This is an optimization exercise on Yosys and OpenROAD, whose aim is small area, not a production implementation.
The RTL was checked by simulation tests, not by an equivalence proof against the original design.
No activity file was given, so power comes from the tool's default toggle rates.

[design/flow/config.mk]
export PLATFORM = sky130hd
export DESIGN_NAME = board_compositor_top
export DESIGN_NICKNAME = board_compositor_top
export VERILOG_FILES = /design/flow/design.v
export SDC_FILE = /design/flow/constraint.sdc
export NUM_CORES = 4
export LEC_CHECK = 0
export CAP_MARGIN = 20
export CORE_MARGIN = 2
export CORE_UTILIZATION = 40
export SLEW_MARGIN = 20
[design/flow/constraint.sdc]
create_clock -name core_clock -period 5.0 [get_ports {clk}]
set_input_delay 1.0000 -clock core_clock [delete_from_list [all_inputs] [get_ports {clk}]]
set_output_delay 1.0000 -clock core_clock [all_outputs]
set_load 0.01 [all_outputs]
[design/flow/design.v]
module board_frame_compositor #(
  parameter int WIDTH        = 16,
  parameter int HEIGHT       = 16,
  parameter int N_LANES      = 4,
  parameter int ROW_W        = $clog2(HEIGHT),
  parameter int COL_W        = $clog2(WIDTH),
  parameter int BLINK_CYCLES = 12500000
) (
  input  logic                       clk,
  input  logic                       reset,
  input  logic                       frame_strobe,
  input  logic [N_LANES*ROW_W-1:0]   lane_row,
  input  logic [N_LANES*WIDTH-1:0]   lane_data,
  input  logic [ROW_W-1:0]           frog_row,
  input  logic [COL_W-1:0]           frog_col,
  input  logic [ROW_W-1:0]           win_row,
  input  logic                       clear_hit,
  output logic [HEIGHT*WIDTH-1:0]    RedPixels,
  output logic [HEIGHT*WIDTH-1:0]    GrnPixels,
  output logic                       busy,
  output logic                       frame_done,
  output logic                       hit,
  output logic                       win
);
  localparam int K_W = (N_LANES > 1) ? $clog2(N_LANES) : 1;
  typedef enum logic [1:0] {IDLE, CLEAR, COMPOSE, PUBLISH} state_t;
  state_t state, state_nx;
  logic [K_W-1:0]                 k;
  logic                           snap_en, clr_en, comp_en, pub_en, last_lane;
  logic [N_LANES*ROW_W-1:0]       snap_rows;
  logic [N_LANES*WIDTH-1:0]       snap_data;
  logic [ROW_W-1:0]               snap_frow, snap_wrow, cur_row;
  logic [COL_W-1:0]               snap_fcol;
  logic [WIDTH-1:0]               cur_data;
  logic [HEIGHT-1:0][WIDTH-1:0]   shadow_red, shadow_grn, grn_final;
  logic                           frow_ok, fcol_ok, frog_ok, coll, win_nx, frog_vis;
  assign last_lane = (k == K_W'(N_LANES - 1));
  always_ff @(posedge clk or negedge reset) begin
    if (!reset) state <= IDLE;
    else        state <= state_nx;
  end
  always_comb begin
    state_nx = state;
    case (state)
      IDLE:    if (frame_strobe) state_nx = CLEAR;
      CLEAR:   state_nx = COMPOSE;
      COMPOSE: if (last_lane) state_nx = PUBLISH;
      PUBLISH: state_nx = IDLE;
      default: state_nx = IDLE;
    endcase
  end
  always_comb begin
    snap_en = (state == IDLE) && frame_strobe;
    clr_en  = (state == CLEAR);
    comp_en = (state == COMPOSE);
    pub_en  = (state == PUBLISH);
  end
  always_ff @(posedge clk) begin
    if (snap_en) begin
      snap_rows <= lane_row;
      snap_data <= lane_data;
      snap_frow <= frog_row;
      snap_fcol <= frog_col;
      snap_wrow <= win_row;
    end
  end
  always_comb begin
    cur_row  = '0;
    cur_data = '0;
    for (int i = 0; i < N_LANES; i++) begin
      if (k == K_W'(i)) begin
        cur_row  = snap_rows[i*ROW_W +: ROW_W];
        cur_data = snap_data[i*WIDTH +: WIDTH];
      end
    end
  end
  always_comb begin
    frow_ok = 1'b0;
    fcol_ok = 1'b0;
    for (int r = 0; r < HEIGHT; r++) if (snap_frow == ROW_W'(r)) frow_ok = 1'b1;
    for (int c = 0; c < WIDTH; c++)  if (snap_fcol == COL_W'(c)) fcol_ok = 1'b1;
  end
  assign frog_ok = frow_ok && fcol_ok;
  assign coll    = frog_ok && (cur_row == snap_frow) && |(cur_data & (WIDTH'(1) << snap_fcol));
  assign win_nx  = frog_ok && (snap_frow == snap_wrow);
  assign frog_vis = 1'b1;
  always_comb begin
    grn_final = shadow_grn;
    for (int r = 0; r < HEIGHT; r++) begin
      if (frog_ok && (snap_frow == ROW_W'(r))) begin
        if (frog_vis) grn_final[r] = grn_final[r] | (WIDTH'(1) << snap_fcol);
        if (win_nx)   grn_final[r] = '1;
      end
    end
  end
  always_ff @(posedge clk or negedge reset) begin
    if (!reset) begin
      shadow_red <= '0;
      shadow_grn <= '0;
      k          <= '0;
    end else if (clr_en) begin
      shadow_red <= '0;
      shadow_grn <= '0;
      k          <= '0;
    end else if (comp_en) begin
      for (int r = 0; r < HEIGHT; r++)
        if (cur_row == ROW_W'(r)) shadow_red[r] <= shadow_red[r] | cur_data;
      k <= k + 1'b1;
    end else if (pub_en) begin
      shadow_grn <= grn_final;
    end
  end
  always_ff @(posedge clk or negedge reset) begin
    if (!reset) begin
      RedPixels  <= '0;
      GrnPixels  <= '0;
      busy       <= 1'b0;
      frame_done <= 1'b0;
      hit        <= 1'b0;
      win        <= 1'b0;
    end else begin
      frame_done <= pub_en;
      if (snap_en)     busy <= 1'b1;
      else if (pub_en) busy <= 1'b0;
      if (pub_en) begin
        RedPixels <= shadow_red;
        GrnPixels <= grn_final;
        win       <= win_nx;
      end
      if (comp_en && coll)    hit <= 1'b1;
      else if (clear_hit) hit <= 1'b0;
    end
  end
endmodule
module board_compositor_top (
  input  logic           clk,
  input  logic           reset,
  input  logic           frame_strobe,
  input  logic [39:0]    lane_row,
  input  logic [127:0]   lane_data,
  input  logic [4:0]     frog_row,
  input  logic [4:0]     frog_col,
  input  logic [4:0]     win_row,
  input  logic           clear_hit,
  output logic [255:0]   RedPixels,
  output logic [255:0]   GrnPixels,
  output logic           busy,
  output logic           frame_done,
  output logic           hit,
  output logic           win
);
  board_frame_compositor #(
    .WIDTH(16), .HEIGHT(16), .N_LANES(8), .ROW_W(5), .COL_W(5)
  ) u_comp (
    .clk(clk), .reset(reset), .frame_strobe(frame_strobe),
    .lane_row(lane_row), .lane_data(lane_data),
    .frog_row(frog_row), .frog_col(frog_col), .win_row(win_row),
    .clear_hit(clear_hit),
    .RedPixels(RedPixels), .GrnPixels(GrnPixels),
    .busy(busy), .frame_done(frame_done), .hit(hit), .win(win)
  );
endmodule
[design/flow/run.sh]
#!/bin/bash
# synth_recipe.tcl (not shown) runs the flow's synth.tcl, then flattens the netlist and writes it again
# the make line also repeats each setting of config.mk as NAME=value (left out here)
make -C /OpenROAD-flow-scripts/flow DESIGN_CONFIG=/design/flow/config.mk WORK_HOME=/design/flow/orfs CLKGATE_MAP_FILE= SYNTH_SCRIPT=/design/flow/synth_recipe.tcl finish
==> impl_results.html <==
<table>
<tr><th>Metric</th><th>Value</th></tr>
<tr><th colspan="2">Run status</th></tr>
<tr><td>Outcome</td><td>complete, no violations</td></tr>
<tr><th colspan="2">Cells and area</th></tr>
<tr><td>Layout Cell Area excl Fill</td><td>0.0605 mm^2</td></tr>
<tr><td>Share of layout cells above drive strength 1</td><td>0.140</td></tr>
<tr><td>Filler cell count in the final layout</td><td>10.2k</td></tr>
<tr><td>Net count reported at finish</td><td>4908</td></tr>
<tr><td>Final core area utilization</td><td>0.519</td></tr>
<tr><td>Final Non-Filler Cells</td><td>6344</td></tr>
<tr><td>Area grow syn2layout</td><td>28.4%</td></tr>
<tr><th colspan="2">Clock tree</th></tr>
<tr><td>CTS Buf Count</td><td>134</td></tr>
<tr><td>Bufs on Longest Clock Path</td><td>3</td></tr>
<tr><td>CTS tree</td><td>yes</td></tr>
<tr><td># resized after CTS</td><td>0</td></tr>
<tr><td>Post-CTS clock slew at the launch and capture registers of the worst setup and hold paths</td><td>0.06 ns</td></tr>
<tr><td># Post-CTS Setup Buffers</td><td>0</td></tr>
<tr><td>Count of clock tree sinks</td><td>1216</td></tr>
<tr><td>Clk Latency, worst-skew pair</td><td>0.73 ns</td></tr>
<tr><td>Number of H-tree branching levels</td><td>4</td></tr>
<tr><td>Hold-fix buffer count after cts</td><td>0</td></tr>
<tr><td>CTS Root Cell</td><td>sky130_fd_sc_hd__clkbuf_16</td></tr>
<tr><th colspan="2">Yosys</th></tr>
<tr><td>Most common flop cell mapped by yosys</td><td>sky130_fd_sc_hd__dfrtp_1</td></tr>
<tr><td>Async set-reset flop share out of synthesis</td><td>0.850</td></tr>
<tr><td>Cell type with the highest aggregate area in the netlist</td><td>sky130_fd_sc_hd__dfrtp_1</td></tr>
<tr><td>Largest cells by area after synthesis</td><td>sky130_fd_sc_hd__dfrtp_1 55%, sky130_fd_sc_hd__edfxtp_1 12%, sky130_fd_sc_hd__a21oi_1 11%</td></tr>
<tr><td>Synthesized instance count</td><td>4084</td></tr>
<tr><td>Synth Warn #</td><td>1</td></tr>
<tr><td>Synth Cell Area</td><td>0.0471 mm^2</td></tr>
<tr><td>Synth top area share</td><td>0.549</td></tr>
<tr><td>Post-Syn Area per Cell</td><td>11.5 um^2</td></tr>
<tr><td>Number of enable flip-flop cells after synthesis</td><td>183</td></tr>
<tr><td>Sequential element share of the synthesized area</td><td>0.665</td></tr>
<tr><td>Flip-flop and latch count after synthesis</td><td>1216</td></tr>
<tr><td>Synthesized netlist net count</td><td>4283</td></tr>
<tr><td>Most frequent cells after synthesis</td><td>1033 x sky130_fd_sc_hd__dfrtp_1, 1028 x sky130_fd_sc_hd__a21oi_1, 813 x sky130_fd_sc_hd__nor2_1</td></tr>
<tr><td>Number of different library cells in the post-synthesis netlist</td><td>89</td></tr>
<tr><td>Most frequent cell after synthesis</td><td>sky130_fd_sc_hd__dfrtp_1</td></tr>
<tr><th colspan="2">Setup path</th></tr>
<tr><td>Critical R2R Launch</td><td>u_comp.k[1]</td></tr>
<tr><td>Worst Setup EP</td><td>u_comp.shadow_red[111]</td></tr>
<tr><td>Register-to-Register Setup Slack</td><td>1.02 ns</td></tr>
<tr><td>CP startpoint kind</td><td>flop</td></tr>
<tr><td>Top fanout value on the critical path</td><td>39</td></tr>
<tr><td>Class of the most critical setup path</td><td>flop to flop</td></tr>
<tr><td>Critical path launch point</td><td>u_comp.k[1]</td></tr>
<tr><td>Required time worst endpoint</td><td>5.65 ns</td></tr>
<tr><td>Worst Reg-to-Reg Cells</td><td>10</td></tr>
<tr><td>Endpoint of the worst register-to-register path</td><td>u_comp.shadow_red[111]</td></tr>
<tr><td>Setup crit end kind</td><td>flop</td></tr>
<tr><td>Critical Path AT</td><td>4.64 ns</td></tr>
<tr><th colspan="2">STA</th></tr>
<tr><td>Setup violations, final</td><td>0</td></tr>
<tr><td>Final Skew</td><td>0.0335 ns</td></tr>
<tr><td>Max-slew headroom at the worst pin</td><td>0.257</td></tr>
<tr><td>Count of pins over their slew limit</td><td>0</td></tr>
<tr><td>Final hold viol count</td><td>0</td></tr>
<tr><td>Final Cycle Share</td><td>0.796</td></tr>
<tr><td>RSZ-0062 raised after global routing</td><td>false</td></tr>
<tr><td>Fin Setup TNS</td><td>0 ns</td></tr>
<tr><td>Post-layout minimum cycle time</td><td>3.98 ns</td></tr>
<tr><td>Highest clock rate</td><td>0.251 GHz</td></tr>
<tr><td>Transition time at the pin with the least slew margin</td><td>1.11 ns</td></tr>
<tr><th colspan="2">GRT</th></tr>
<tr><td>GRT Util Overall</td><td>0.258</td></tr>
<tr><td>Vias in the first global route</td><td>34.0k</td></tr>
<tr><td>Global-route wire length before repair</td><td>230 mm</td></tr>
<tr><td>Antenna violations before repair</td><td>23</td></tr>
<tr><td>Maximum number of pins on one net before global-route repair</td><td>265</td></tr>
<tr><td>Overflow left after global routing</td><td>0</td></tr>
<tr><th colspan="2">Pwr</th></tr>
<tr><td>P per Cell Area</td><td>671 mW/mm^2</td></tr>
<tr><td>Gate power share</td><td>0.378</td></tr>
<tr><td>Leakage power summed over all cells</td><td>26.5 nW</td></tr>
<tr><td>Max IR drop VDD</td><td>0.489 mV</td></tr>
<tr><td>Switching power as a share of total power</td><td>0.381</td></tr>
<tr><td>Design Power</td><td>40.6 mW</td></tr>
<tr><td>Clock Power Share</td><td>0.243</td></tr>
<tr><td>Total net switching power</td><td>15.4 mW</td></tr>
<tr><td>Sequential power share</td><td>0.379</td></tr>
<tr><td>Int Pwr</td><td>25.1 mW</td></tr>
<tr><th colspan="2">Drt</th></tr>
<tr><td>Post-detailed-route count of antenna-violating nets</td><td>0</td></tr>
<tr><td>Avg WL per Cell</td><td>24.7 um</td></tr>
<tr><td>Vias after detailed routing</td><td>34.6k</td></tr>
<tr><td>Total DRC errors in the routed layout</td><td>0</td></tr>
<tr><td>DR pass1 iterations</td><td>5</td></tr>
<tr><td>Starting DRT DRC Count</td><td>3026</td></tr>
<tr><td>Vias per Instance</td><td>5.46</td></tr>
<tr><td>Routed wire length</td><td>157 mm</td></tr>
<tr><th colspan="2">Placed design</th></tr>
<tr><td>Cells after DPL</td><td>6092</td></tr>
<tr><td>Port-buffer cells</td><td>702</td></tr>
<tr><td>Detailed Place HPWL</td><td>106 mm</td></tr>
<tr><td>Routability congestion estimate from global placement</td><td>0.861</td></tr>
<tr><td>Area after detailed placement</td><td>0.0560 mm^2</td></tr>
<tr><th colspan="2">Die</th></tr>
<tr><td>Overall die area</td><td>0.121 mm^2</td></tr>
<tr><td>Cell row count</td><td>125</td></tr>
<tr><td>Vertical extent of the die</td><td>347 um</td></tr>
<tr><td>Top-level port count</td><td>703</td></tr>
<tr><td>Core box area</td><td>0.117 mm^2</td></tr>
<tr><td>Die width</td><td>347 um</td></tr>
<tr><td>Effective utilization at floorplan</td><td>0.404</td></tr>
<tr><th colspan="2">Min path</th></tr>
<tr><td>HP Class</td><td>input pin to asynchronous set/reset pin</td></tr>
<tr><th colspan="2">Flow run</th></tr>
<tr><td>Max-capacitance violation count</td><td>0</td></tr>
</table>
-- metrics by stage --
step           setup WS, ns  hold WS (ns)
5_1_grt               0.754         0.300
3_3_place_gp           1.18         0.470
2_1_floorplan          1.29         0.457
6_report               1.02         0.257
4_1_cts                1.10         0.248
3_5_place_dp           1.14         0.478
-- state kept, by name, summed over array words and instances (netlist names), 40 cells and up --
| signal | cells |
|---|---|
| u_comp.GrnPixels | 256 |
| u_comp.RedPixels | 256 |
| u_comp.shadow_grn | 256 |
| u_comp.shadow_red | 256 |
| u_comp.snap_data | 128 |
| u_comp.snap_rows | 40 |
-- worst min path at each step --
stage / startpoint / to / slack [ns] / cells after the start
floorplan: u_comp.shadow_red[0] / u_comp.shadow_red[0] / 0.46 / 2
global placement: u_comp.shadow_red[170] / u_comp.shadow_red[170] / 0.47 / 2
detailed placement: u_comp.shadow_red[131] / u_comp.shadow_red[131] / 0.48 / 2
CTS: reset / u_comp.frame_done / 0.25 / 1
global route: reset / u_comp.RedPixels[159] / 0.30 / 1
finish: reset / u_comp.frame_done / 0.26 / 1
-- layout by cell type, fill, tap and decap left out, types with 9 or more instances in the layout --
cell type | Yosys | routed
sky130_fd_sc_hd__clkinv_2 | 0 | 14
sky130_fd_sc_hd__nor2b_1 | 17 | 16
sky130_fd_sc_hd__nand2b_1 | 13 | 13
sky130_fd_sc_hd__clkdlybuf4s50_1 | 0 | 701
sky130_fd_sc_hd__inv_1 | 24 | 24
sky130_fd_sc_hd__o21ai_0 | 20 | 20
sky130_fd_sc_hd__a21oi_1 | 1028 | 1028
sky130_fd_sc_hd__edfxtp_1 | 183 | 183
sky130_fd_sc_hd__a221oi_1 | 11 | 11
sky130_fd_sc_hd__nand3b_1 | 25 | 25
sky130_fd_sc_hd__nor3_2 | 17 | 23
sky130_fd_sc_hd__o22ai_1 | 9 | 9
sky130_fd_sc_hd__clkbuf_8 | 0 | 22
sky130_fd_sc_hd__clkbuf_16 | 0 | 139
sky130_fd_sc_hd__o21ai_4 | 0 | 15
sky130_fd_sc_hd__and2_1 | 13 | 11
sky130_fd_sc_hd__mux2_2 | 256 | 256
sky130_fd_sc_hd__diode_2 | 0 | 15
sky130_fd_sc_hd__a31oi_1 | 41 | 41
sky130_fd_sc_hd__nand2_1 | 48 | 47
sky130_fd_sc_hd__nor2_2 | 12 | 17
sky130_fd_sc_hd__buf_4 | 25 | 78
sky130_fd_sc_hd__nor2_1 | 813 | 808
sky130_fd_sc_hd__nor3_1 | 21 | 9
sky130_fd_sc_hd__buf_12 | 0 | 19
sky130_fd_sc_hd__clkbuf_1 | 235 | 32
sky130_fd_sc_hd__dfrtp_1 | 1033 | 1033
sky130_fd_sc_hd__nand3_1 | 11 | 11
-- layout make-up --
cell class / count / area [um^2] / share of cell area
flip-flops and latches: 1216 / 31300 / 0.518
multi-input cells: 2530 / 14700 / 0.242
clock buffers: 194 / 3910 / 0.0646
repair buffers: 801 / 8040 / 0.133
well taps: 1524 / 1910 / 0.0315
clock inverters: 38 / 475 / 0.00786
diodes: 15 / 37.5 / 0.000621
inverters: 26 / 97.6 / 0.00161
-- critical path, cell delays in order, from the launching register on --
cell	delay (ns)
sky130_fd_sc_hd__dfrtp_1	0.40
sky130_fd_sc_hd__inv_1	0.11
sky130_fd_sc_hd__ha_2	0.68
sky130_fd_sc_hd__buf_4	0.42
sky130_fd_sc_hd__a21oi_1	0.11
sky130_fd_sc_hd__a221o_1	0.35
sky130_fd_sc_hd__a32oi_1	0.38
sky130_fd_sc_hd__o211ai_2	0.37
sky130_fd_sc_hd__nor3_1	0.77
sky130_fd_sc_hd__a21oi_1	0.17
sky130_fd_sc_hd__nor2_1	0.11
-- kinds of logic after synthesis --
family | share of synthesized area
compound gates | 0.141
flops | 0.665
simple gates | 0.0956
buf+inv | 0.0315
mux | 0.0614
fa+ha+maj | 0.00319
xor+xnor | 0.00167
-- power groups by stage --
stage / clock [mW] / combinational [mW] / sequential [mW]
final: 9.86 / 15.3 / 15.4
after global routing: 10.5 / 16.5 / 15.6
after CTS: 10.1 / 15.4 / 15.4
after detailed placement: 0 / 15.3 / 15.5
after global placement: 0 / 15.1 / 15.5
after floorplan: 0 / 7.46 / 15.2
-- layer usage --
layer	wire, um	vias up	GRT usage
met2	73300	1350	0.402
met3	10700	275	0.0530
met4	7030	8	0.120
li1	-	15478	-
met1	65700	17535	0.346
met5	44	-	0

## what the ideal ports hide
In the flow no input, the clock included, has a driving cell. The finished layout below was timed again as built, in two steps. Step 1 assumes that a clkbuf_16 drives the clock port and a buf_2 every other input. Step 2 moves the port delays by t, midway between the first and last clock arrival at a register: inputs arrive t later, outputs are due t later. That takes back most of the time a late clock gives input paths. a / b / c = ideal ports / drivers / drivers and shift; a / b = the first two.
t, ns: 0.789
slack for setup (ns): 1.019 / 1.019 / 1.019
worst hold slack (ns): 0.257 / 0.235 / 0.487
worst register clock-pin slew, ns: 0.06 / 0.06
pins driven straight from the clock port: 1
After both steps setup and hold are still met in this run. For this run, drivers alone change the setup slack by 0.000 ns; drivers and shift together by 0.000 ns.
